From an optimization exercise on the open Yosys and OpenROAD flow, aimed at small area; shortcuts taken in it are not production practice.
In this exercise RTL edits were held to simulation tests only and were not proved equivalent to the original.
Power figures rest on the tool's default switching activity, not on a simulated workload.

**flow/flow/run.sh**
```bash
#!/bin/bash
# Layout flow: the standard flow (standard.sh) with
#  - the standard synthesis, its ABC mapping run with an area script (flow/synth.tcl),
#  - clock tree synthesis without dummy loads,
#  - port buffers of the smallest buffer cell.
set -euo pipefail
W=$PWD
F=$W/flow
bash standard.sh SYNTH_SCRIPT=$F/synth.tcl synth > $W/flow_synth.log 2>&1
bash standard.sh SYNTH_SCRIPT=$F/synth.tcl \
  "CTS_ARGS=-sink_clustering_enable -repair_clock_nets -dont_use_dummy_load -buf_list sky130_fd_sc_hd__clkbuf_16 -sink_clustering_size 30 -sink_clustering_max_diameter 60" \
  "BUFFER_PORTS_ARGS=-buffer_cell sky130_fd_sc_hd__buf_1" \
  finish > $W/flow_finish.log 2>&1
```
**flow/flow/area.abc**
```
&get -n
&st
&dch
&nf -R 1000 -p -C 32 -F 8 -A 8
&put
```
**flow/flow/synth.tcl**
```tcl
# The standard synthesis (synth_recipe.tcl, unchanged), except that its one technology-mapping
# call to ABC uses an area-oriented script. Registers are mapped before this call, so they are
# the standard synthesis's.
set flow_dir [file dirname [file normalize [info script]]]
proc abc {args} {
  global flow_dir
  set i [lsearch -exact $args -script]
  if { $i >= 0 } {
    set args [lreplace $args [expr {$i + 1}] [expr {$i + 1}] $flow_dir/area.abc]
  }
  puts "abc (area script): $args"
  yosys abc {*}$args
}
source [file dirname $flow_dir]/synth_recipe.tcl
```
**flow/standard.sh**
```bash
#!/bin/bash
# synth_recipe.tcl (not shown) runs the flow's synth.tcl, then flattens the netlist and writes it again
# the make line also repeats each setting of config.mk as NAME=value (left out here)
make -C /OpenROAD-flow-scripts/flow DESIGN_CONFIG=/design/flow/config.mk WORK_HOME=/design/flow/orfs CLKGATE_MAP_FILE= SYNTH_SCRIPT=/design/flow/synth_recipe.tcl "${@:-finish}"
```
**flow/config.mk**
```make
export PLATFORM = sky130hd
export DESIGN_NAME = pci_dma_engine
export DESIGN_NICKNAME = pci_dma_engine
export VERILOG_FILES = /design/flow/design.v
export SDC_FILE = /design/flow/constraint.sdc
export NUM_CORES = 4
export LEC_CHECK = 0
export CAP_MARGIN = 20
export CORE_MARGIN = 2
export CORE_UTILIZATION = 70
export CTS_CLUSTER_DIAMETER = 60
export CTS_CLUSTER_SIZE = 30
export SLEW_MARGIN = 20
```
**flow/constraint.sdc**
```tcl
create_clock -name core_clock -period 10.0 [get_ports {pcie_user_clk}]
set_input_delay 2.0000 -clock core_clock [delete_from_list [all_inputs] [get_ports {pcie_user_clk}]]
set_output_delay 2.0000 -clock core_clock [all_outputs]
set_load 0.01 [all_outputs]
```
**flow/design.v**
```verilog
`default_nettype none
package dma_types_pkg;
    typedef logic [32-1:0]   host_addr_t;    
    typedef logic [21-1:0]   dma_size_t;     
    typedef logic [7:0]               payload_dw_t;   
    typedef logic [13:0]              tlp_count_t;    
    typedef logic [64-1:0] sample_t;       
    typedef logic [2:0]               buf_index_t;    
    typedef logic [31:0]              ctrl_reg_t;
endpackage
`default_nettype wire
`default_nettype none
package dma_state_pkg;
    typedef enum logic [2:0] {
        REQ_IDLE       = 3'b000,   
        REQ_FIRST      = 3'b001,   
        REQ_NEXT       = 3'b010,   
        REQ_END        = 3'b011,   
        REQ_WAIT_COMPL = 3'b100    
    } req_state_e;
endpackage
`default_nettype wire
`timescale 1ns/10ps
`default_nettype none
module tlp_splitter (
    input  wire                       pcie_user_clk,
    input  wire                       pcie_user_rst_n,
    input  wire  [20:0]               dma_size_i,
    input  wire  [31:0]               dma_ha_i,
    input  wire                       plan_load,      
    input  wire                       plan_advance,   
    input  wire                       plan_loaded,    
    output logic                      plan_more,      
    output logic [7:0]                payload_dw_o,
    output logic [31:0]               host_addr_o
);
    logic [13:0] full_tlps;
    logic [4:0]  rem_dw;        
    logic [13:0] tlps_left;     
    logic        rem_pending;   
    logic [5:0]  payload;       
    assign full_tlps = dma_size_i[20:7];
    assign rem_dw    = dma_size_i[6:2];   
    assign plan_more = plan_loaded ? ((tlps_left[13:1] != '0) || rem_pending)
                                   : (dma_size_i[20:2] != '0);
    assign payload_dw_o = {2'b00, payload & {6{plan_loaded}}};
    always_ff @(posedge pcie_user_clk) begin
        if (plan_load) begin
            tlps_left <= full_tlps;   
            if (full_tlps == '0) begin   
                payload     <= {1'b0, rem_dw};
                rem_pending <= 1'b0;
            end else begin
                payload     <= 6'(32);
                rem_pending <= (rem_dw != '0);
            end
        end else if (plan_advance) begin
            if (tlps_left[13:1] != '0) begin
                payload   <= 6'(32);
                tlps_left <= tlps_left - 1'b1;
            end else begin
                payload     <= {1'b0, rem_dw};   
                rem_pending <= 1'b0;
            end
        end
    end
    always_ff @(posedge pcie_user_clk) begin
        if (!pcie_user_rst_n)
            host_addr_o <= '0;
        else if (plan_load)
            host_addr_o <= dma_ha_i;   
        else if (plan_advance)
            host_addr_o[31:7] <= host_addr_o[31:7] + 1'b1;
    end
endmodule
`default_nettype wire
`timescale 1ns/10ps
`default_nettype none
module dma_req_fsm (
    input  wire                        pcie_user_clk,
    input  wire                        pcie_user_rst_n,
    input  wire                        dma_en_i,
    input  wire                        host_addr_valid_i,
    input  wire  [5:0]                 tx_buf_av_i,
    input  wire                        fifo_prog_empty_i,
    input  wire                        dma_tlp_compl_done_i,
    output logic                       plan_load,      
    output logic                       plan_advance,   
    output logic                       plan_loaded,    
    input  wire                        plan_more,      
    output logic                       tlp_req_o,
    output logic                       req_end_o,
    output dma_types_pkg::buf_index_t  buf_index_o
);
    dma_state_pkg::req_state_e state;
    logic [2:0] dmae_r;     
    logic       req_flag;   
    logic       tx_ready;
    logic       st_first;
    logic       st_next;
    assign tx_ready = (tx_buf_av_i[5:1] != '0) && !fifo_prog_empty_i;
    assign st_first = (state == dma_state_pkg::REQ_FIRST);
    assign st_next  = (state == dma_state_pkg::REQ_NEXT);
    assign tlp_req_o    = state[2];   
    assign plan_loaded  = state[2] || st_next;
    assign plan_load    = st_first && plan_more && tx_ready;
    assign plan_advance = st_next && plan_more && tx_ready;
    assign req_end_o    = (state == dma_state_pkg::REQ_END);
    always_ff @(posedge pcie_user_clk) begin
        if (!pcie_user_rst_n) begin
            state       <= dma_state_pkg::REQ_IDLE;
            dmae_r      <= '0;
            req_flag    <= 1'b0;
            buf_index_o <= '0;
        end else begin
            dmae_r <= {dmae_r[1:0], dma_en_i};
            if (st_first)
                req_flag <= 1'b0;
            else if (dmae_r[2:1] == 2'b01)   
                req_flag <= 1'b1;
            case (state)
                dma_state_pkg::REQ_IDLE: begin
                    if (req_flag && host_addr_valid_i)
                        state <= dma_state_pkg::REQ_FIRST;
                end
                dma_state_pkg::REQ_FIRST, dma_state_pkg::REQ_NEXT: begin
                    if (!plan_more) begin
                        if (st_next) begin   
                            buf_index_o <= buf_index_o + 1'b1;
                            state       <= dma_state_pkg::REQ_END;
                        end else begin       
                            state <= dma_state_pkg::REQ_IDLE;
                        end
                    end else if (tx_ready) begin
                        state <= dma_state_pkg::REQ_WAIT_COMPL;
                    end else if (!dma_en_i) begin   
                        state <= dma_state_pkg::REQ_IDLE;
                    end
                end
                dma_state_pkg::REQ_WAIT_COMPL: begin
                    if (dma_tlp_compl_done_i)
                        state <= dma_state_pkg::REQ_NEXT;
                    else if (!dma_en_i)   
                        state <= dma_state_pkg::REQ_IDLE;
                end
                default: state <= dma_state_pkg::REQ_IDLE;
            endcase
        end
    end
endmodule
`default_nettype wire
`timescale 1ns/10ps
`default_nettype none
module msi_irq_fsm (
    input  wire  pcie_user_clk,
    input  wire  pcie_user_rst_n,
    input  wire  irq_en_i,
    input  wire  req_end_i,
    input  wire  cfg_interrupt_rdy_i,
    output logic cfg_interrupt_o,    
    output logic dma_done_o
);
    logic [1:0] start_r;   
    always_ff @(posedge pcie_user_clk) begin
        if (!pcie_user_rst_n) begin
            start_r         <= '0;
            cfg_interrupt_o <= 1'b0;
            dma_done_o      <= 1'b0;
        end else begin
            start_r <= {start_r[0], req_end_i};
            if (!cfg_interrupt_o) begin
                if (irq_en_i && start_r[1]) begin
                    cfg_interrupt_o <= 1'b1;
                    dma_done_o      <= 1'b1;   
                end
            end else if (cfg_interrupt_rdy_i) begin   
                cfg_interrupt_o <= 1'b0;
            end
        end
    end
endmodule
`default_nettype wire
`timescale 1ns/10ps
`default_nettype none
module sample_fifo (
    input  wire                     pcie_user_clk,
    input  wire                     pcie_user_rst_n,
    input  wire                     flush_i,
    input  wire                     wr_en_i,
    input  wire  [63:0]             data_i,
    input  wire                     rd_en_i,
    output logic [63:0]             data_o,
    output logic                    prog_empty_o,
    output logic                    prog_full_o
);
    localparam int N = 48;   
    logic [63:0] mem [1:N];
    logic [5:0]  count;      
    logic        do_wr;
    logic        do_rd;
    logic [N:1]  sel;        
    logic [63:0] head;
    assign do_wr = wr_en_i && !flush_i;
    assign do_rd = rd_en_i && (count != '0) && !flush_i;
    always_ff @(posedge pcie_user_clk) begin
        if (wr_en_i) begin
            mem[1] <= data_i;
            for (int j = 2; j <= N; j++)
                mem[j] <= mem[j-1];
        end
    end
    always_ff @(posedge pcie_user_clk) begin
        if (!pcie_user_rst_n || flush_i)
            count <= '0;
        else
            count <= count + 6'(do_wr) - 6'(do_rd);
    end
    assign prog_empty_o = (count < 6'(16));
    assign prog_full_o  = count[5] & count[4];   
    always_comb begin
        for (int j = 1; j <= N; j++)
            sel[j] = (count == 6'(j));
    end
    logic [63:0] t1 [0:15];
    always_comb begin
        for (int g = 0; g < 16; g++)
            t1[g] = (mem[3*g+1] & {64{sel[3*g+1]}}) | (mem[3*g+2] & {64{sel[3*g+2]}})
                  | (mem[3*g+3] & {64{sel[3*g+3]}});
    end
    assign head = ((t1[0] | t1[1]) | (t1[2] | t1[3])) | ((t1[4] | t1[5]) | (t1[6] | t1[7]))
                | ((t1[8] | t1[9]) | (t1[10] | t1[11])) | ((t1[12] | t1[13]) | (t1[14] | t1[15]));
    for (genvar i = 0; i < 8; i++) begin : g_swap
        assign data_o[i*8 +: 8] = head[(i ^ 3)*8 +: 8];
    end
endmodule
`default_nettype wire
`timescale 1ns/10ps
`default_nettype none
module pci_dma_engine (
    input  wire                         pcie_user_clk,
    input  wire                         pcie_user_rst_n,
    input  dma_types_pkg::ctrl_reg_t    control_reg_i,
    input  dma_types_pkg::dma_size_t    dma_size_i,       
    input  dma_types_pkg::host_addr_t   dma_ha_ch0_i,
    input  wire  [5:0]                  tx_buf_av_i,      
    input  wire                         cfg_interrupt_rdy_i,
    output logic                        cfg_interrupt_o,
    input  wire                         fifo_rd_en_i,
    input  wire                         dma_tlp_compl_done_i,
    output logic                        tlp_req_o,
    output dma_types_pkg::payload_dw_t  dma_tlp_payload_size_o,   
    output dma_types_pkg::host_addr_t   host_addr_tx_o,
    output dma_types_pkg::sample_t      dma_data_tx_o,
    input  dma_types_pkg::sample_t      adc_data_i,
    input  wire                         adc_data_en_i,
    output logic                        data_ready_ch0_o,
    output logic [7:0]                  dma_status_o
);
    logic dmae;
    logic dmaie;
    logic dma_rst;
    logic ha_valid;
    logic prog_empty;
    logic prog_full;
    logic req_end;
    logic dma_done;
    dma_types_pkg::buf_index_t buf_index;
    logic plan_load;
    logic plan_advance;
    logic plan_loaded;
    logic plan_more;
    assign dmae     = control_reg_i[0];
    assign dmaie    = control_reg_i[1];
    assign dma_rst  = control_reg_i[2];   
    assign ha_valid = (dma_ha_ch0_i != '0);   
    assign data_ready_ch0_o = !prog_full;   
    assign dma_status_o     = {3'b000, prog_empty, dma_done, buf_index};
    tlp_splitter u_splitter (
        .pcie_user_clk   (pcie_user_clk),
        .pcie_user_rst_n (pcie_user_rst_n),
        .dma_size_i      (dma_size_i),
        .dma_ha_i        (dma_ha_ch0_i),
        .plan_load       (plan_load),
        .plan_advance    (plan_advance),
        .plan_loaded     (plan_loaded),
        .plan_more       (plan_more),
        .payload_dw_o    (dma_tlp_payload_size_o),
        .host_addr_o     (host_addr_tx_o)
    );
    dma_req_fsm u_req_fsm (
        .pcie_user_clk        (pcie_user_clk),
        .pcie_user_rst_n      (pcie_user_rst_n),
        .dma_en_i             (dmae),
        .host_addr_valid_i    (ha_valid),
        .tx_buf_av_i          (tx_buf_av_i),
        .fifo_prog_empty_i    (prog_empty),
        .dma_tlp_compl_done_i (dma_tlp_compl_done_i),
        .plan_load            (plan_load),
        .plan_advance         (plan_advance),
        .plan_loaded          (plan_loaded),
        .plan_more            (plan_more),
        .tlp_req_o            (tlp_req_o),
        .req_end_o            (req_end),
        .buf_index_o          (buf_index)
    );
    msi_irq_fsm u_irq_fsm (
        .pcie_user_clk       (pcie_user_clk),
        .pcie_user_rst_n     (pcie_user_rst_n),
        .irq_en_i            (dmaie),
        .req_end_i           (req_end),
        .cfg_interrupt_rdy_i (cfg_interrupt_rdy_i),
        .cfg_interrupt_o     (cfg_interrupt_o),
        .dma_done_o          (dma_done)
    );
    sample_fifo u_fifo (
        .pcie_user_clk   (pcie_user_clk),
        .pcie_user_rst_n (pcie_user_rst_n),
        .flush_i         (dma_rst),
        .wr_en_i         (adc_data_en_i),
        .data_i          (adc_data_i),
        .rd_en_i         (fifo_rd_en_i),
        .data_o          (dma_data_tx_o),   
        .prog_empty_o    (prog_empty),
        .prog_full_o     (prog_full)
    );
endmodule
`default_nettype wire
```
==> metrics.cfg, run 1 <==
[cts]
path_clk_slew_ps=110
cts_resized=0
tritoncts=yes
cts.sinks=3145
clock_latency_ps=840
cts_root_buf=clkbuf_16
htree_num_levels=4
hold_buffers=0
post-cts-setup-buffers=0
cts_buffers=151
clockBufferDepth=3

[sta]
rsz0062_at_grt=no
fin_tns_setup_ps=0
skew_ps=52.5
tightest_slew_ps=1140
max_clock_freq_mhz=145
maxSlewViolCount=0
period_minus_slack_ps=6900
finalHoldViolations=0
finalCritPeriodShare=0.690
finalSetupViolCount=0
fin_ws_ps=3100
hold_slack_ps=398
max_slew_margin=0.239

[power]
leakage_nw=37.5
ir_drop_v=0.000183
total_power_mw=23.9
powerDensity_mw_per_mm2=204

[synth]
synth_top_cell_area_share=0.853
syn-mean-instance-area_um2=22.1
yosys_warnings=6
netlist_area_mm2=0.109
synth_seq_area_share=0.863
synthDistinctLibCells=36
yosysTopAreaCell=edfxtp_1
ys_ff_latch=3145
syn_inst=4929
synthTopCellsByArea=edfxtp_1 (85%), a222oi_1 (9.4%), nand4_1 (1.5%)

[route]
ant_nets=0
drc=0
wirelength_mm=261
wl_per_cell_um=35.0
via_per_inst=7.91
vias=58987
drtIter0Drc=15205
drt_pass1_iterations=12

[critical_path]
timing.rr.start=u_req_fsm.state[0]
rr_endpoint=u_splitter.tlps_left[3]
end_kind=output port
crit_arrival_ps=4900
crit_path_start_kind=flip-flop
rr_worst_depth=7
r2r_slack_ps=6480
cp.required_ps=8000
crit_type=flip-flop to output port
crit_fanout=39

[placed_design]
gp_congestion=0.802
pre_cts_slack_ps=4010
post_dp_cell_area_mm2=0.113
numPortBuffers=238
dp_cells=7301
post-dp-hpwl_mm=145

[min_path]
hp-start=u_fifo.mem[18][43]
min_to=u_fifo.mem[19][43]
min_path_cells=0
hold_class=flip-flop to flip-flop

[floorplan]
start_util=0.706
dieWidth_um=398
die-area_mm2=0.159
ios=276
fp.dieH_um=398
core-area_mm2=0.154
rows=144

[job]
max_cap_violations=0

[global_routing]
grt_max_degree=216
antenna_found_initial=16
grt_pass1_vias=55142
gr-total-overflow=0
grt_pass1_wl_mm=373
gr-usage-all-layers=0.324

[layout]
fin_nets=5590
stdcell_area_mm2=0.117
layout-drive-gt1-share=0.0547
final_util=0.759
final_common_cell=edfxtp_1
layout_common_cells=edfxtp_1 (3,093), a222oi_1 (1,024), nand4_1 (263), buf_1 (237), clkbuf_16 (151)
syn_to_final_growth_pct=7.57
stdcell_count=7456

[run_status]
status=complete, no violations

[synth_stat cells]
library cell  count
a21oi_1          51
nor4_1           15
and3_1           50
a222oi_1       1024
nand2_1          46
ha_1             17
a31oi_1           4
a21o_1            1
nor4bb_1          1
clkinv_1         16
xnor2_1          21
xor2_1           17
nor3b_1           2
fa_1              1
nor2b_1          24
or4_1            68
and3b_1           1
conb_1            1
dfxtp_1          52
o21ai_0          44
o21bai_1          1
buf_4             7
o31a_1            1
and2_0            5
or3_1             3
nor3_1           16
o311a_1           1
o21a_1            2
and4_1            2
nand3_1          12
nand2b_1          3
nor4b_1           1
a21boi_0         13
nand4_1         263
nor2_1           50
edfxtp_1       3093
[worst max-delay path, stage by stage, from the launching register on]
cell	delay, ps
dfxtp_1	470
clkinv_1	180
nor2_1	620
and3_2	940
buf_4	720
a222oi_1	290
nand4_1	290
or4_1	300
buf_1	190
[sequential cells by signal, summed over array words and instances (netlist names)]
| name | count |
|---|---|
| u_fifo.count | 6 |
| u_fifo.mem | 3072 |
| u_irq_fsm.cfg_interrupt_o | 1 |
| u_irq_fsm.dma_done_o | 1 |
| u_irq_fsm.start_r | 2 |
| u_req_fsm.buf_index_o | 3 |
| u_req_fsm.dmae_r | 3 |
| u_req_fsm.req_flag | 1 |
| u_req_fsm.state | 3 |
| u_splitter.host_addr_o | 32 |
| u_splitter.payload | 6 |
| u_splitter.rem_pending | 1 |
| u_splitter.tlps_left | 14 |
[kinds of logic after synthesis]
family / synth area share
flip-flops: 0.863
XOR/XNOR: 0.00306
buffers and inverters: 0.00103
AND/OR/NAND/NOR: 0.0307
adder cells (fa/ha/maj): 0.00214
other: 0.0000345
AO/OA/AOI/OAI: 0.100
[per-layer routing]
metal | GRT usage | vias to the layer above | routed length [µm]
met5 | 0 | - | 57
met1 | 0.490 | 30063 | 98300
li1 | - | 23996 | -
met4 | 0.0838 | 8 | 6800
met3 | 0.0671 | 392 | 33200
met2 | 0.498 | 4528 | 122000
[worst max path at each step]
| stage | depth (start not counted) | end | start | slack, ps |
|---|---|---|---|---|
| finish | 8 | dma_data_tx_o[57] | u_fifo.count[1] | 3100 |
| global route | 8 | dma_data_tx_o[57] | u_fifo.count[1] | 3000 |
| CTS | 8 | dma_data_tx_o[57] | u_fifo.count[1] | 3140 |
| detailed placement | 8 | dma_data_tx_o[57] | u_fifo.count[1] | 4010 |
| global placement | 8 | dma_data_tx_o[58] | u_fifo.count[1] | 4100 |
| floorplan | 10 | u_splitter.host_addr_o[29] | dma_size_i[15] | 4820 |
[power breakdown]
| part | internal [mW] | total [mW] | switching, mW |
|---|---|---|---|
| Clock | 2.70 | 6.43 | 3.73 |
| Sequential | 15.3 | 15.7 | 0.412 |
| Combinational | 0.468 | 1.73 | 1.26 |
| Total | 18.5 | 23.9 | 5.40 |
[final cells by class]
type                       instances  area [µm²]
antenna                            3        7.51
clock buffer                     151        3780
fill                            8577       37100
tap                             2044        2560
timing repair buffer             332        1790
inverter                          16        60.1
sequential                      3145       93900
multi-input combinational       1765       15000
==> run 2: changes to the inputs <==
--- a/flow/design.v
+++ b/flow/design.v
@@ -39,39 +39,32 @@
     logic [13:0] tlps_left;     
     logic        rem_pending;   
     logic [5:0]  payload;       
+    logic        more_full;     
     assign full_tlps = dma_size_i[20:7];
     assign rem_dw    = dma_size_i[6:2];   
-    assign plan_more = plan_loaded ? ((tlps_left[13:1] != '0) || rem_pending)
+    assign more_full = (tlps_left[13:1] != '0);
+    assign plan_more = plan_loaded ? (more_full || rem_pending)
                                    : (dma_size_i[20:2] != '0);
     assign payload_dw_o = {2'b00, payload & {6{plan_loaded}}};
+    always_ff @(posedge pcie_user_clk)
+        tlps_left <= plan_load ? full_tlps : tlps_left - 14'(plan_advance && more_full);
+    logic next_full;
+    assign next_full = plan_load ? (full_tlps != '0) : more_full;
     always_ff @(posedge pcie_user_clk) begin
-        if (plan_load) begin
-            tlps_left <= full_tlps;   
-            if (full_tlps == '0) begin   
-                payload     <= {1'b0, rem_dw};
-                rem_pending <= 1'b0;
-            end else begin
-                payload     <= 6'(32);
-                rem_pending <= (rem_dw != '0);
-            end
-        end else if (plan_advance) begin
-            if (tlps_left[13:1] != '0) begin
-                payload   <= 6'(32);
-                tlps_left <= tlps_left - 1'b1;
-            end else begin
-                payload     <= {1'b0, rem_dw};   
-                rem_pending <= 1'b0;
-            end
-        end
+        if (plan_load || plan_advance)
+            payload <= next_full ? 6'(32) : {1'b0, rem_dw};
     end
     always_ff @(posedge pcie_user_clk) begin
-        if (!pcie_user_rst_n)
-            host_addr_o <= '0;
-        else if (plan_load)
-            host_addr_o <= dma_ha_i;   
-        else if (plan_advance)
-            host_addr_o[31:7] <= host_addr_o[31:7] + 1'b1;
+        if (plan_load)
+            rem_pending <= (full_tlps != '0) && (rem_dw != '0);
+        else if (plan_advance && !more_full)
+            rem_pending <= 1'b0;
     end
+    logic [31:0] addr_nxt;
+    assign addr_nxt = plan_load ? dma_ha_i
+                                : {host_addr_o[31:7] + 25'(plan_advance), host_addr_o[6:0]};
+    always_ff @(posedge pcie_user_clk)
+        host_addr_o <= pcie_user_rst_n ? addr_nxt : '0;
 endmodule
 `default_nettype wire
 `timescale 1ns/10ps
--- a/flow/flow/run.sh
+++ b/flow/flow/run.sh
@@ -8,6 +8,6 @@
 F=$W/flow
 bash standard.sh SYNTH_SCRIPT=$F/synth.tcl synth > $W/flow_synth.log 2>&1
 bash standard.sh SYNTH_SCRIPT=$F/synth.tcl \
-  "CTS_ARGS=-sink_clustering_enable -repair_clock_nets -dont_use_dummy_load -buf_list sky130_fd_sc_hd__clkbuf_16 -sink_clustering_size 30 -sink_clustering_max_diameter 60" \
+  "CTS_ARGS=-sink_clustering_enable -repair_clock_nets -dont_use_dummy_load -buf_list sky130_fd_sc_hd__clkbuf_8 -sink_clustering_size 18 -sink_clustering_max_diameter 55" \
   "BUFFER_PORTS_ARGS=-buffer_cell sky130_fd_sc_hd__buf_1" \
   finish > $W/flow_finish.log 2>&1
--- a/flow/config.mk
+++ b/flow/config.mk
@@ -8,6 +8,4 @@
 export CAP_MARGIN = 20
 export CORE_MARGIN = 2
 export CORE_UTILIZATION = 70
-export CTS_CLUSTER_DIAMETER = 60
-export CTS_CLUSTER_SIZE = 30
 export SLEW_MARGIN = 20
==> metrics.cfg, run 2 <==
[run_status]
status=complete, no violations  ; unchanged

[power]
leakage_nw=37.0  ; was 37.5 nW
comb_power_share=0.079  ; was 0.072
p_sw_mw=5.39  ; was 5.40 mW
power_frac_clock=0.238  ; was 0.269
ir_drop_v=0.000171  ; was 0.000183 V
switching_share=0.234  ; was 0.226
intPower_mw=17.7  ; was 18.5 mW
powerDensity_mw_per_mm2=199  ; was 204 mW/mm²
power_frac_seq=0.683  ; was 0.659

[floorplan]
dieWidth_um=398  ; about the same
die-area_mm2=0.158  ; was 0.159 mm²
start_util=0.704  ; was 0.706
rows=144  ; unchanged
core-area_mm2=0.154  ; about the same
fp.dieH_um=398  ; about the same
ios=276  ; unchanged

[sta]
maxSlewViolCount=0  ; unchanged
max_slew_margin=0.256  ; was 0.239
rsz0062_at_grt=no  ; unchanged
finalHoldViolations=0  ; unchanged
finalCritPeriodShare=0.710  ; was 0.690
finalSetupViolCount=0  ; unchanged
period_minus_slack_ps=7100  ; was 6900 ps
fin_tns_setup_ps=0  ; unchanged
max_clock_freq_mhz=141  ; was 145 MHz
tightest_slew_ps=1120  ; was 1140 ps
skew_ps=44.4  ; was 52.5 ps

[layout]
syn_to_final_growth_pct=6.64  ; was 7.57%
multiInputGateArea_mm2=0.0148  ; was 0.0150 mm²
final_util=0.751  ; was 0.759
largest_register_ffs=3072  ; unchanged
n_fill_cell=8653  ; was 8,577
seq_area_mm2=0.0938  ; was 0.0939 mm²
layout_common_cells=edfxtp_1 (3,079), a222oi_1 (1,024), nand4_1 (272), buf_1 (237), clkbuf_8 (203)  ; was edfxtp_1 (3,093), a222oi_1 (1,024), nand4_1 (263), buf_1 (237), clkbuf_16 (151)
final_common_cell=edfxtp_1  ; unchanged
fin_nets=5594  ; was 5,590
top_regs=u_fifo.mem (3072), u_splitter.host_addr_o (32), u_splitter.tlps_left (14)  ; unchanged
layout-drive-gt1-share=0.0630  ; was 0.0547
largest-register=u_fifo.mem  ; unchanged

[route]
vias=57790  ; was 59.0k
ant_nets=0  ; unchanged
wl_per_cell_um=33.8  ; was 35.0 µm
drc=0  ; unchanged
wirelength_mm=252  ; was 261 mm
via_per_inst=7.74  ; was 7.91
drtIter0Drc=13693  ; was 15.2k
drt_pass1_iterations=13  ; was 12

[cts]
cts_buffers=203  ; was 151
clockBufferDepth=3  ; unchanged
htree_num_levels=4  ; unchanged
hold_buffers=0  ; unchanged
post-cts-setup-buffers=0  ; unchanged
cts.sinks=3145  ; unchanged
clock_latency_ps=980  ; was 840 ps
cts_resized=0  ; unchanged
tritoncts=yes  ; unchanged
path_clk_slew_ps=100  ; was 110 ps
cts_root_buf=clkbuf_8  ; was clkbuf_16

[synth]
ys_ff_latch=3145  ; unchanged
ys.flop_type=edfxtp_1  ; unchanged
synthArstFlopShare=0  ; unchanged
synth_seq_area_share=0.864  ; was 0.863
yosys_warnings=6  ; unchanged
synthTopCellsByCount=edfxtp_1 (3,079), a222oi_1 (1,024), nand4_1 (272)  ; was edfxtp_1 (3,093), a222oi_1 (1,024), nand4_1 (263)
synthDistinctLibCells=36  ; unchanged
synthTopCellsByArea=edfxtp_1 (85%), a222oi_1 (9.4%), nand4_1 (1.6%)  ; was edfxtp_1 (85%), a222oi_1 (9.4%), nand4_1 (1.5%)
synth_edf_count=3079  ; was 3,093
synth_top_cell_area_share=0.852  ; was 0.853
yosysTopAreaCell=edfxtp_1  ; unchanged
syn-mean-instance-area_um2=22.2  ; was 22.1 µm²
synth_most_common_cell=edfxtp_1  ; unchanged
syn_inst=4885  ; was 4,929
netlist_area_mm2=0.108  ; was 0.109 mm²

[critical_path]
rr_worst_depth=15  ; was 7
crit_fanout=36  ; was 39
crit_arrival_ps=5100  ; was 4900 ps
crit_type=flip-flop to output port  ; unchanged
cp.required_ps=8000  ; about the same
end_kind=output port  ; unchanged
crit_path_start_kind=flip-flop  ; unchanged

[placed_design]
post-dp-hpwl_mm=145  ; about the same
numPortBuffers=238  ; unchanged
gp_congestion=0.827  ; was 0.802

[global_routing]
gr-usage-all-layers=0.315  ; was 0.324
antenna_found_initial=16  ; unchanged
grt_pass1_vias=55156  ; was 55.1k
grt_max_degree=205  ; was 216
gr-total-overflow=0  ; unchanged
grt_pass1_wl_mm=363  ; was 373 mm

[min_path]
hold_class=flip-flop to flip-flop  ; unchanged
min_path_cells=0  ; unchanged

[job]
max_cap_violations=0  ; unchanged

==> run 2: layout make-up <==
type / count / area share
Sequential cell: 3145 / 0.811
Multi-Input combinational cell: 1718 / 0.128
Clock buffer: 203 / 0.0242
Tap cell: 2044 / 0.0221
Timing Repair Buffer: 326 / 0.0147
Inverter: 19 / 0.000616
Antenna cell: 7 / 0.000151
==> run 2: kinds of logic after synthesis <==
group,Yosys count,share of synthesized area
other,1,0.0000346
buffers and inverters,26,0.00114
AO/OA/AOI/OAI,1104,0.0988
adder cells (fa/ha/maj),20,0.00238
XOR/XNOR,38,0.00307
AND/OR/NAND/NOR,551,0.0302
flip-flops,3145,0.864
==> run 2: metrics by stage <==
step / power, mW / std cells / worst slack, ps / area [µm²] / hold slack (ps)
2_1_floorplan: 16.7 / 4889 / 5140 / 109000 / 413
3_3_place_gp: 17.8 / 7252 / 4080 / 113000 / 419
3_5_place_dp: 17.9 / 7252 / 3950 / 113000 / 431
4_1_cts: 23.1 / 7455 / 2840 / 116000 / 424
5_1_grt: 23.8 / 7458 / 2780 / 116000 / 430
6_report: 23.1 / 7462 / 2900 / 116000 / 422
==> run 2: worst paths after layout <==
kind              slack (ps)               start                         end
hold / removal           420   u_fifo.mem[4][10]           u_fifo.mem[5][10]
setup / recovery        2900     u_fifo.count[1]            dma_data_tx_o[7]
setup reg to reg        5710  u_req_fsm.state[0]  u_splitter.host_addr_o[31]
hold reg to reg          420   u_fifo.mem[4][10]           u_fifo.mem[5][10]
==> run 2: metal layers <==
| metal | track usage | up-vias | share of wire |
|---|---|---|---|
| met5 | 0 | - | 0.00013 |
| met4 | 0.0831 | 6 | 0.025 |
| met3 | 0.0886 | 371 | 0.12 |
| met2 | 0.485 | 3904 | 0.47 |
| met1 | 0.457 | 29654 | 0.38 |
| li1 | - | 23855 | - |
==> run 2: power groups by stage <==
stage	clock, mW	combinational [mW]	sequential [mW]
floorplan	0	0.780	15.9
global placement	0	1.78	16.0
detailed placement	0	1.81	16.0
CTS	5.58	1.81	15.8
global route	5.98	1.92	15.9
finish	5.48	1.82	15.8
==> run 2: worst max-delay path, stage by stage, from the launching register on <==
cell and delay (ps):
dfxtp_1 450, clkinv_1 160, nor2_1 730, and3_2 1010, buf_4 700, a222oi_1 280, nand4_1 210, or4_1 260
buf_1 250
==> run 3: changes to the inputs <==
--- a/flow/flow/run.sh
+++ b/flow/flow/run.sh
@@ -8,6 +8,6 @@
 F=$W/flow
 bash standard.sh SYNTH_SCRIPT=$F/synth.tcl synth > $W/flow_synth.log 2>&1
 bash standard.sh SYNTH_SCRIPT=$F/synth.tcl \
-  "CTS_ARGS=-sink_clustering_enable -repair_clock_nets -dont_use_dummy_load -buf_list sky130_fd_sc_hd__clkbuf_8 -sink_clustering_size 18 -sink_clustering_max_diameter 55" \
+  "CTS_ARGS=-sink_clustering_enable -repair_clock_nets -dont_use_dummy_load -buf_list sky130_fd_sc_hd__clkbuf_8 -sink_clustering_size 19 -sink_clustering_max_diameter 58" \
   "BUFFER_PORTS_ARGS=-buffer_cell sky130_fd_sc_hd__buf_1" \
   finish > $W/flow_finish.log 2>&1
==> metrics.cfg, run 3 <==
[placed_design]
post-dp-hpwl_mm=145  ; unchanged
gp_congestion=0.827  ; unchanged
numPortBuffers=238  ; unchanged
pre_cts_slack_ps=3950  ; unchanged

[sta]
period_minus_slack_ps=7070  ; was 7100 ps
fin_ws_ps=2930  ; was 2900 ps
maxSlewViolCount=0  ; unchanged
rsz0062_at_grt=no  ; unchanged
tightest_slew_ps=1130  ; was 1120 ps
finalCritPeriodShare=0.707  ; was 0.710
finalSetupViolCount=0  ; unchanged
skew_ps=54.6  ; was 44.4 ps
max_slew_margin=0.245  ; was 0.256
finalHoldViolations=0  ; unchanged
fin_tns_setup_ps=0  ; unchanged
max_clock_freq_mhz=141  ; about the same

[cts]
cts_buffers=194  ; was 203
path_clk_slew_ps=120  ; was 100 ps
cts.sinks=3145  ; unchanged
tritoncts=yes  ; unchanged
post-cts-setup-buffers=0  ; unchanged
hold_buffers=0  ; unchanged
htree_num_levels=4  ; unchanged
cts_resized=0  ; unchanged
cts_root_buf=clkbuf_8  ; unchanged
clock_latency_ps=960  ; was 980 ps
clockBufferDepth=3  ; unchanged

[min_path]
hold_class=flip-flop to flip-flop  ; unchanged

[global_routing]
gr-usage-all-layers=0.315  ; about the same
antenna_found_initial=16  ; unchanged
grt_pass1_vias=55062  ; was 55.2k
gr-total-overflow=0  ; unchanged
grt_max_degree=205  ; unchanged
grt_pass1_wl_mm=363  ; about the same

[floorplan]
die-area_mm2=0.158  ; unchanged
rows=144  ; unchanged
ios=276  ; unchanged
dieWidth_um=398  ; unchanged
fp.dieH_um=398  ; unchanged
core-area_mm2=0.154  ; unchanged
start_util=0.704  ; unchanged

[layout]
top_regs=u_fifo.mem (3072), u_splitter.host_addr_o (32), u_splitter.tlps_left (14)  ; unchanged
syn_to_final_growth_pct=6.52  ; was 6.64%
largest_register_ffs=3072  ; unchanged
layout_common_cells=edfxtp_1 (3,079), a222oi_1 (1,024), nand4_1 (272), buf_1 (237), clkbuf_8 (194)  ; was edfxtp_1 (3,079), a222oi_1 (1,024), nand4_1 (272), buf_1 (237), clkbuf_8 (203)
fin_nets=5585  ; was 5,594
largest-register=u_fifo.mem  ; unchanged
layout-drive-gt1-share=0.0615  ; was 0.0630
final_common_cell=edfxtp_1  ; unchanged

[synth]
ys_ff_latch=3145  ; unchanged
synthDistinctLibCells=36  ; unchanged
yosysTopAreaCell=edfxtp_1  ; unchanged
synth_most_common_cell=edfxtp_1  ; unchanged
synthTopCellsByCount=edfxtp_1 (3,079), a222oi_1 (1,024), nand4_1 (272)  ; unchanged
syn_inst=4885  ; unchanged
yosys_warnings=6  ; unchanged
synthArstFlopShare=0  ; unchanged
ys.flop_type=edfxtp_1  ; unchanged
syn-mean-instance-area_um2=22.2  ; unchanged
synth_top_cell_area_share=0.852  ; unchanged
synth_seq_area_share=0.864  ; unchanged
netlist_area_mm2=0.108  ; unchanged
synth_edf_count=3079  ; unchanged
synthTopCellsByArea=edfxtp_1 (85%), a222oi_1 (9.4%), nand4_1 (1.6%)  ; unchanged

[critical_path]
cp_cell_sequence=clkinv_1, nor2_1, and3_2, buf_4, a222oi_1, nand4_1, or4_1, buf_1  ; unchanged
cp.required_ps=8000  ; about the same
crit_fanout=36  ; unchanged
slowest_delay_ps=1030  ; was 1010 ps
cp.buffers_inverters=3  ; unchanged
end_kind=output port  ; unchanged
crit_arrival_ps=5070  ; was 5100 ps
crit_type=flip-flop to output port  ; unchanged
slowest_stage=and3_2  ; unchanged
crit_path_start_kind=flip-flop  ; unchanged
cpLargestDelayFamily=simple AND/OR/NAND/NOR gates  ; unchanged

[route]
drtIter0Drc=13755  ; was 13.7k
wl_per_cell_um=33.8  ; about the same
drt_pass1_iterations=14  ; was 13
vias=57664  ; was 57.8k
drc=0  ; unchanged
ant_nets=0  ; unchanged
wirelength_mm=252  ; about the same
via_per_inst=7.74  ; about the same

[power]
ir_drop_v=0.000148  ; was 0.000171 V
leakage_nw=37.0  ; about the same
powerDensity_mw_per_mm2=199  ; about the same

[job]
max_cap_violations=0  ; unchanged

[run_status]
status=complete, no violations  ; unchanged

## run 3: cell counts after synthesis
No cell type changed its count.
## run 3: cells by family after synthesis
kind of cell             count (synthesis)  synth area share
AO/OA/AOI/OAI                         1104            0.0988
flip-flops                            3145             0.864
buffers and inverters                   26           0.00114
adder cells (fa/ha/maj)                 20           0.00238
AND/OR/NAND/NOR                        551            0.0302
other                                    1         0.0000346
XOR/XNOR                                38           0.00307
## run 3: worst register-to-register path: stages (launching register included)
cell,delay [ps]
dfxtp_1,440
clkinv_1,130
a21oi_1,520
nor3_1,110
a31oi_1,310
nor2b_1,380
nand2_1,160
clkinv_1,80
ha_1,160
ha_1,220
nand4b_1,210
nor3_1,550
nand4_1,280
nor3_1,310
xnor2_1,100
a211oi_1,230
## run 3: final timing paths
| check | start | to | slack [ps] | depth (start not counted) |
|---|---|---|---|---|
| setup / recovery | u_fifo.count[1] | dma_data_tx_o[7] | 2930 | 8 |
| hold / removal | u_fifo.mem[24][27] | u_fifo.mem[25][27] | 410 | 0 |
| setup reg to reg | u_req_fsm.state[0] | u_splitter.host_addr_o[31] | 5720 | 15 |
| hold reg to reg | u_fifo.mem[24][27] | u_fifo.mem[25][27] | 410 | 0 |
## run 3: cell type report
class	count	area, µm²
diodes	5	12.5
flip-flops and latches	3145	93800
fillers	8664	38500
clock buffers	194	2670
inverters	19	71.3
repair buffers	326	1700
well taps	2044	2560
multi-input cells	1718	14800
## run 3: where the power goes
group	total [mW]	internal (mW)	switching, mW
Clock	5.40	1.74	3.65
Sequential	15.8	15.3	0.428
Combinational	1.82	0.522	1.30
## run 3: per-layer routing
| layer | vias up | track usage | share of wire | wire length (µm) |
|---|---|---|---|---|
| met5 | - | 0 | 0.00013 | 34 |
| met4 | 6 | 0.0871 | 0.027 | 6720 |
| met3 | 382 | 0.0889 | 0.13 | 31700 |
| met2 | 3899 | 0.483 | 0.47 | 117000 |
| met1 | 29545 | 0.455 | 0.38 | 96400 |
| li1 | 23832 | - | - | - |
## run 3: through the flow
step	hold WS, ps	util	power [mW]	cells	instance area [µm²]
floorplan	413	-	16.7	4889	109000
global placement	419	0.733	17.8	7252	113000
CTS	405	0.750	23.1	7446	116000
global route	404	0.750	23.7	7448	116000
finish	407	0.750	23.0	7451	116000
detailed placement	431	0.733	17.9	7252	113000
==> run 4: changes to the inputs <==
--- a/flow/design.v
+++ b/flow/design.v
@@ -38,21 +38,23 @@
     logic [4:0]  rem_dw;        
     logic [13:0] tlps_left;     
     logic        rem_pending;   
-    logic [5:0]  payload;       
+    logic [4:0]  rem_cur;       
+    logic        cur_full;      
     logic        more_full;     
     assign full_tlps = dma_size_i[20:7];
     assign rem_dw    = dma_size_i[6:2];   
+    assign cur_full  = (tlps_left != '0);
     assign more_full = (tlps_left[13:1] != '0);
     assign plan_more = plan_loaded ? (more_full || rem_pending)
                                    : (dma_size_i[20:2] != '0);
-    assign payload_dw_o = {2'b00, payload & {6{plan_loaded}}};
+    assign payload_dw_o = !plan_loaded ? 8'd0
+                        : cur_full     ? 8'(32)
+                        :                {3'b000, rem_cur};
     always_ff @(posedge pcie_user_clk)
-        tlps_left <= plan_load ? full_tlps : tlps_left - 14'(plan_advance && more_full);
-    logic next_full;
-    assign next_full = plan_load ? (full_tlps != '0) : more_full;
+        tlps_left <= plan_load ? full_tlps : tlps_left - 14'(plan_advance);
     always_ff @(posedge pcie_user_clk) begin
         if (plan_load || plan_advance)
-            payload <= next_full ? 6'(32) : {1'b0, rem_dw};
+            rem_cur <= rem_dw;
     end
     always_ff @(posedge pcie_user_clk) begin
         if (plan_load)
@@ -206,7 +208,7 @@
         if (!pcie_user_rst_n || flush_i)
             count <= '0;
         else
-            count <= count + 6'(do_wr) - 6'(do_rd);
+            count <= count + {{5{do_rd && !do_wr}}, do_rd ^ do_wr};   
     end
     assign prog_empty_o = (count < 6'(16));
     assign prog_full_o  = count[5] & count[4];   
==> metrics.cfg, run 4 <==
[cts]
cts_resized=0  ; unchanged
htree_num_levels=4  ; unchanged
tritoncts=yes  ; unchanged
clock_latency_ps=920  ; was 960 ps
clockBufferDepth=3  ; unchanged
post-cts-setup-buffers=0  ; unchanged
cts.sinks=3144  ; was 3,145
cts_root_buf=clkbuf_8  ; unchanged
path_clk_slew_ps=110  ; was 120 ps
cts_buffers=190  ; was 194
hold_buffers=0  ; unchanged

[sta]
finalCritPeriodShare=0.680  ; was 0.707
max_slew_margin=0.238  ; was 0.245
finalSetupViolCount=0  ; unchanged
fin_tns_setup_ps=0  ; unchanged
max_clock_freq_mhz=147  ; was 141 MHz
rsz0062_at_grt=no  ; unchanged
tightest_slew_ps=1140  ; was 1130 ps
maxSlewViolCount=0  ; unchanged
finalHoldViolations=0  ; unchanged
period_minus_slack_ps=6800  ; was 7070 ps
fin_ws_ps=3200  ; was 2930 ps
hold_slack_ps=429  ; was 407 ps
skew_ps=43.3  ; was 54.6 ps

[synth]
yosysTopAreaCell=edfxtp_1  ; unchanged
synth_top_cell_area_share=0.853  ; was 0.852
yosys.area_share.simple=0.0299  ; was 0.0302
synthDistinctLibCells=34  ; was 36
synth_seq_area_share=0.866  ; was 0.864
synth_xor_area_frac=0.00291  ; was 0.00307
synthTopCellsByCount=edfxtp_1 (3,078), a222oi_1 (1,024), nand4_1 (272)  ; was edfxtp_1 (3,079), a222oi_1 (1,024), nand4_1 (272)
syn_inst=4889  ; was 4,885
synth_top_family_by_area=compound AO/OA/AOI/OAI gates  ; unchanged
synth-compound-area-share=0.0992  ; was 0.0988
netlist_area_mm2=0.108  ; about the same
synthArstFlopShare=0  ; unchanged
synthAdderAreaFrac=0.00146  ; was 0.00238
synth_most_common_cell=edfxtp_1  ; unchanged
muxShareOfSynthArea=0  ; unchanged
yosys_warnings=6  ; unchanged
synth_edf_count=3078  ; was 3,079
ys_ff_latch=3144  ; was 3,145
ys.flop_type=edfxtp_1  ; unchanged
syn-mean-instance-area_um2=22.2  ; about the same
synthTopCellsByArea=edfxtp_1 (85%), a222oi_1 (9.5%), nand4_1 (1.6%)  ; was edfxtp_1 (85%), a222oi_1 (9.4%), nand4_1 (1.6%)

[global_routing]
grt_max_degree=215  ; was 205
gr-total-overflow=0  ; unchanged
gr-usage-all-layers=0.322  ; was 0.315
grt_pass1_vias=55589  ; was 55.1k
antenna_found_initial=13  ; was 16
grt_pass1_wl_mm=372  ; was 363 mm

[layout]
layout-drive-gt1-share=0.0670  ; was 0.0615
syn_to_final_growth_pct=7.06  ; was 6.52%
fin_nets=5610  ; was 5,585
stdcell_area_mm2=0.116  ; about the same
largest_register_ffs=3072  ; unchanged
layout_common_cells=edfxtp_1 (3,078), a222oi_1 (1,024), nand4_1 (272), buf_1 (237), clkbuf_8 (190)  ; was edfxtp_1 (3,079), a222oi_1 (1,024), nand4_1 (272), buf_1 (237), clkbuf_8 (194)
top_regs=u_fifo.mem (3072), u_splitter.host_addr_o (32), u_splitter.tlps_left (14)  ; unchanged
largest-register=u_fifo.mem  ; unchanged
final_common_cell=edfxtp_1  ; unchanged

[critical_path]
cp.required_ps=8000  ; about the same
crit_start=u_fifo.count[1]  ; unchanged
crit_arrival_ps=4800  ; was 5070 ps
end_kind=output port  ; unchanged
crit_fanout=40  ; was 36
crit_path_start_kind=flip-flop  ; unchanged
crit_type=flip-flop to output port  ; unchanged
timing.rr.start=u_fifo.count[5]  ; was u_req_fsm.state[0]

[floorplan]
rows=144  ; unchanged
dieWidth_um=397  ; was 398 µm
core-area_mm2=0.154  ; about the same
start_util=0.704  ; about the same
ios=276  ; unchanged
fp.dieH_um=397  ; was 398 µm
die-area_mm2=0.158  ; about the same

[placed_design]
gp_congestion=0.838  ; was 0.827
post-dp-hpwl_mm=143  ; was 145 mm
pre_cts_slack_ps=4080  ; was 3950 ps
post_dp_cell_area_mm2=0.113  ; about the same
numPortBuffers=238  ; unchanged

[power]
total_power_mw=21.5  ; was 23.0 mW
powerDensity_mw_per_mm2=185  ; was 199 mW/mm²
leakage_nw=37.1  ; was 37.0 nW
ir_drop_v=0.000180  ; was 0.000148 V

[route]
dr_wl_met2_mm=122  ; was 117 mm
ant_nets=0  ; unchanged
top_layer=met5  ; unchanged
wl_per_cell_um=34.4  ; was 33.8 µm
m1WireLength_mm=97.8  ; was 96.4 mm
wirelength_mm=257  ; was 252 mm
via_per_inst=7.85  ; was 7.74
drc=0  ; unchanged
vias=58747  ; was 57.7k
met3WireLength_mm=30.4  ; was 31.7 mm
drt_pass1_iterations=12  ; was 14
drtIter0Drc=14668  ; was 13.8k

[min_path]
hp-start=u_fifo.mem[39][12]  ; was u_fifo.mem[24][27]
hold_class=flip-flop to flip-flop  ; unchanged

[run_status]
status=complete, no violations  ; unchanged

[job]
max_cap_violations=0  ; unchanged

run 4: cell count changes after synthesis, moves of 3 or more:
| cell | previous run | this run |
|---|---|---|
| and3_1 | 51 | 7 |
| nor2b_1 | 15 | 9 |
| nor2_1 | 69 | 115 |
| nor4_1 | 13 | 18 |
| nor3_1 | 18 | 15 |
| nand2_1 | 25 | 32 |
| clkinv_1 | 19 | 9 |
| a21oi_1 | 23 | 31 |
| nand2b_1 | 2 | 5 |
| nand3_1 | 7 | 18 |
| ha_1 | 19 | 11 |
run 4: layout make-up:
cell class | count | area [µm²]
sequential | 3144 | 93700
fill | 8648 | 37900
multi-input combinational | 1733 | 14800
clock buffer | 190 | 2620
tap | 2044 | 2560
timing repair buffer | 359 | 2130
inverter | 9 | 33.8
antenna | 7 | 17.5
run 4: worst max-delay path, stage by stage, from the launching register on:
cell,delay [ps]
dfxtp_1,570
nor2b_1,340
nand2_1,250
nor2_4,800
buf_4,860
a222oi_1,290
nand4_1,260
or4_1,300
buf_1,190
run 4: report_power, final:
part / switching (mW) / total [mW] / internal (mW)
clock network: 3.66 / 5.37 / 1.71
logic: 0.348 / 0.424 / 0.0765
registers: 0.393 / 15.7 / 15.3
run 4: kinds of logic after synthesis:
logic type | after synthesis
adder cells (fa/ha/maj) | 12
AND/OR/NAND/NOR | 569
buffers and inverters | 16
flip-flops | 3144
other | 1
AO/OA/AOI/OAI | 1111
XOR/XNOR | 36
run 4: per-layer routing:
layer | global-route usage | vias up
met5 | 0 | -
met4 | 0.0966 | 4
met3 | 0.0573 | 451
met2 | 0.494 | 4308
met1 | 0.487 | 30073
li1 | - | 23911
run 4: path summary, 6_finish.rpt:
path	end	cells past startpoint	slack, ps
setup / recovery	dma_data_tx_o[25]	8	3200
hold / removal	u_fifo.mem[40][12]	0	430
setup reg to reg	u_splitter.host_addr_o[25]	14	6080
hold reg to reg	u_fifo.mem[40][12]	0	430
run 4: stage by stage:
stage | utilization | cells
after floorplan | - | 4893
after global placement | 0.735 | 7280
after detailed placement | 0.736 | 7285
after CTS | 0.753 | 7475
after global routing | 0.753 | 7482
final | 0.754 | 7486
==> run 5: changes to the inputs <==
--- a/flow/flow/run.sh
+++ b/flow/flow/run.sh
@@ -8,6 +8,6 @@
 F=$W/flow
 bash standard.sh SYNTH_SCRIPT=$F/synth.tcl synth > $W/flow_synth.log 2>&1
 bash standard.sh SYNTH_SCRIPT=$F/synth.tcl \
-  "CTS_ARGS=-sink_clustering_enable -repair_clock_nets -dont_use_dummy_load -buf_list sky130_fd_sc_hd__clkbuf_8 -sink_clustering_size 19 -sink_clustering_max_diameter 58" \
+  "CTS_ARGS=-sink_clustering_enable -repair_clock_nets -dont_use_dummy_load -buf_list sky130_fd_sc_hd__clkbuf_8 -sink_clustering_size 18 -sink_clustering_max_diameter 55" \
   "BUFFER_PORTS_ARGS=-buffer_cell sky130_fd_sc_hd__buf_1" \
   finish > $W/flow_finish.log 2>&1
==> metrics.cfg, run 5 <==
[run_status]
status=complete, no violations  ; unchanged

[min_path]
hold_class=flip-flop to flip-flop  ; unchanged
min_path_cells=0  ; unchanged
hp-start=u_fifo.mem[6][45]  ; was u_fifo.mem[39][12]
min_to=u_fifo.mem[7][45]  ; was u_fifo.mem[40][12]

[floorplan]
fp.dieH_um=397  ; unchanged
rows=144  ; unchanged
dieWidth_um=397  ; unchanged
ios=276  ; unchanged
start_util=0.704  ; unchanged
core-area_mm2=0.154  ; unchanged
die-area_mm2=0.158  ; unchanged

[global_routing]
gr-total-overflow=0  ; unchanged
grt_pass1_vias=55724  ; was 55.6k
antenna_found_initial=9  ; was 13
gr-usage-all-layers=0.323  ; was 0.322
grt_max_degree=215  ; unchanged
grt_pass1_wl_mm=373  ; was 372 mm

[critical_path]
crit_start=u_fifo.count[0]  ; was u_fifo.count[1]
r2r_slack_ps=6090  ; was 6080 ps
crit_type=flip-flop to output port  ; unchanged
crit_path_start_kind=flip-flop  ; unchanged
cp_cell_sequence=nor2b_1, nand3_1, nor2_4, buf_4, a222oi_1, nand4_1, or4_1, buf_1  ; was nor2b_1, nand2_1, nor2_4, buf_4, a222oi_1, nand4_1, or4_1, buf_1
rr_endpoint=u_splitter.host_addr_o[25]  ; unchanged
cp.required_ps=8000  ; about the same
crit_arrival_ps=4870  ; was 4800 ps
slowest_delay_ps=880  ; was 860 ps
rr_worst_depth=14  ; unchanged
crit_fanout=41  ; was 40
end_kind=output port  ; unchanged
cp.buffers_inverters=2  ; unchanged
cpLargestDelayFamily=simple AND/OR/NAND/NOR gates  ; unchanged
timing.rr.start=u_fifo.count[5]  ; unchanged
slowest_stage=buf_4  ; unchanged

[synth]
synth_most_common_cell=edfxtp_1  ; unchanged
synthTopCellsByArea=edfxtp_1 (85%), a222oi_1 (9.5%), nand4_1 (1.6%)  ; unchanged
synthArstFlopShare=0  ; unchanged
syn_inst=4889  ; unchanged
synthDistinctLibCells=34  ; unchanged
synth_top_cell_area_share=0.853  ; unchanged
yosys_warnings=6  ; unchanged
synth_seq_area_share=0.866  ; unchanged
synthTopCellsByCount=edfxtp_1 (3,078), a222oi_1 (1,024), nand4_1 (272)  ; unchanged
ys_ff_latch=3144  ; unchanged
yosysTopAreaCell=edfxtp_1  ; unchanged
syn-mean-instance-area_um2=22.2  ; unchanged
ys.flop_type=edfxtp_1  ; unchanged
synth_edf_count=3078  ; unchanged
netlist_area_mm2=0.108  ; unchanged

[sta]
finalHoldViolations=0  ; unchanged
max_clock_freq_mhz=146  ; was 147 MHz
max_slew_margin=0.202  ; was 0.238
tightest_slew_ps=1200  ; was 1140 ps
fin_tns_setup_ps=0  ; unchanged
rsz0062_at_grt=no  ; unchanged
finalCritPeriodShare=0.687  ; was 0.680
period_minus_slack_ps=6870  ; was 6800 ps
skew_ps=60.5  ; was 43.3 ps
fin_ws_ps=3130  ; was 3200 ps
maxSlewViolCount=0  ; unchanged
finalSetupViolCount=0  ; unchanged

[power]
intPower_mw=17.2  ; was 17.1 mW
leakage_nw=37.2  ; was 37.1 nW
ir_drop_v=0.000170  ; was 0.000180 V
switching_share=0.206  ; was 0.205
powerDensity_mw_per_mm2=186  ; was 185 mW/mm²
comb_power_share=0.020  ; about the same
power_frac_clock=0.255  ; was 0.250
power_frac_seq=0.725  ; was 0.730
p_sw_mw=4.45  ; was 4.40 mW

[cts]
clock_latency_ps=980  ; was 920 ps
cts.sinks=3144  ; unchanged
cts_resized=0  ; unchanged
cts_buffers=203  ; was 190
htree_num_levels=4  ; unchanged
path_clk_slew_ps=110  ; about the same
post-cts-setup-buffers=0  ; unchanged
cts_root_buf=clkbuf_8  ; unchanged
tritoncts=yes  ; unchanged
clockBufferDepth=3  ; unchanged
hold_buffers=0  ; unchanged

[placed_design]
pre_cts_slack_ps=4080  ; unchanged
numPortBuffers=238  ; unchanged
gp_congestion=0.838  ; unchanged
post_dp_cell_area_mm2=0.113  ; unchanged
post-dp-hpwl_mm=143  ; unchanged

[route]
drtIter0Drc=14550  ; was 14.7k
drt_pass1_iterations=14  ; was 12
ant_nets=0  ; unchanged
wl_per_cell_um=34.4  ; about the same
vias=58839  ; was 58.7k
drc=0  ; unchanged
wirelength_mm=258  ; was 257 mm
via_per_inst=7.85  ; about the same

[layout]
largest-register=u_fifo.mem  ; unchanged
stdcell_area_mm2=0.116  ; about the same
final_common_cell=edfxtp_1  ; unchanged
syn_to_final_growth_pct=7.22  ; was 7.06%
n_fill_cell=8636  ; was 8,648
largest_register_ffs=3072  ; unchanged
seq_area_mm2=0.0937  ; unchanged
multiInputGateArea_mm2=0.0148  ; unchanged
fin_nets=5623  ; was 5,610
top_regs=u_fifo.mem (3072), u_splitter.host_addr_o (32), u_splitter.tlps_left (14)  ; unchanged
layout-drive-gt1-share=0.0692  ; was 0.0670
layout_common_cells=edfxtp_1 (3,078), a222oi_1 (1,024), nand4_1 (272), buf_1 (237), clkbuf_8 (203)  ; was edfxtp_1 (3,078), a222oi_1 (1,024), nand4_1 (272), buf_1 (237), clkbuf_8 (190)

[job]
max_cap_violations=0  ; unchanged

-- run 5: worst max path at each step --
stage               slack (ps)           endpoint  cells past startpoint
floorplan                 4470   dma_data_tx_o[0]                      5
global placement          4090  dma_data_tx_o[46]                      7
detailed placement        4080  dma_data_tx_o[46]                      8
CTS                       3020  dma_data_tx_o[46]                      8
global route              3010  dma_data_tx_o[46]                      8
finish                    3130  dma_data_tx_o[18]                      8
-- run 5: per-layer routing --
layer / track usage / part of all wire
met2: 0.495 / 0.47
met3: 0.0605 / 0.12
met5: 0 / 0.000089
met1: 0.486 / 0.38
met4: 0.0982 / 0.029
-- run 5: layout make-up --
| type | instances | area share |
|---|---|---|
| multi-input cells | 1733 | 0.128 |
| flip-flops and latches | 3144 | 0.807 |
| clock buffers | 203 | 0.0241 |
| diodes | 5 | 0.000108 |
| well taps | 2044 | 0.0220 |
| inverters | 9 | 0.000291 |
| repair buffers | 359 | 0.0183 |
-- run 5: stage by stage --
stage / utilization / power (mW) / instances / hold slack (ps)
final: 0.755 / 21.7 / 7497 / 402
after global routing: 0.755 / 22.2 / 7494 / 416
after CTS: 0.754 / 21.7 / 7488 / 399
after detailed placement: 0.736 / 16.4 / 7285 / 430
after global placement: 0.735 / 16.3 / 7280 / 420
after floorplan: - / 15.9 / 4893 / 413
-- run 5: worst reg2reg max path, delay by kind of cell, from the launching register on --
kind	cells	cell delay [ps]
AO/OA/AOI/OAI	2	540
XOR/XNOR	1	100
adder cells (fa/ha/maj)	2	440
buffers and inverters	1	480
flip-flops	1	440
AND/OR/NAND/NOR	8	1820
-- run 5: logic make-up after synthesis --
group	share of synthesized area
fa+ha+maj	0.00146
xor+xnor	0.00291
simple gates	0.0299
flops	0.866
buf+inv	0.000797
other cells	0.0000346
compound gates	0.0992
-- run 5: power groups by stage --
stage / clock network (mW) / logic, mW / registers [mW]
2_1_floorplan: 0 / 0.0801 / 15.8
4_1_cts: 5.62 / 0.423 / 15.7
3_5_place_dp: 0 / 0.425 / 16.0
5_1_grt: 6.01 / 0.459 / 15.8
6_report: 5.53 / 0.424 / 15.7
3_3_place_gp: 0 / 0.410 / 15.9

afterwards: timing with drivers on the ports:
No port has a modelled driver above. Below, the same layouts with a new extraction and two added sets of constraints. Step 1, drivers: a clkbuf_16 drives pcie_user_clk and a buf_2 each remaining input, both assumed. Step 2 adds t to the input delays and takes it off the output delays; t is the mean of the earliest and latest rising clock arrival at the registers after step 1. Input paths then give back, and output paths get back, about the clock's delay inside the block. Slacks: ideal / step 1 / step 2; pairs: ideal / step 1.
run | t, ns | slack for setup (ns) | worst setup path after step 2 | slew at the worst register clock pin (ns)
run 1 | 0.887 | 3.095 / 3.009 / 3.896 | register to output | 0.11 / 0.11
run 2 | 1.035 | 2.900 / 2.820 / 3.855 | register to output | 0.11 / 0.11
run 3 | 0.998 | 2.929 / 2.853 / 3.850 | register to output | 0.12 / 0.12
run 4 | 0.991 | 3.199 / 3.119 / 4.110 | register to output | 0.12 / 0.12
run 5 | 1.018 | 3.134 / 3.053 / 4.071 | register to output | 0.11 / 0.11
After both steps every run listed still meets setup and hold.
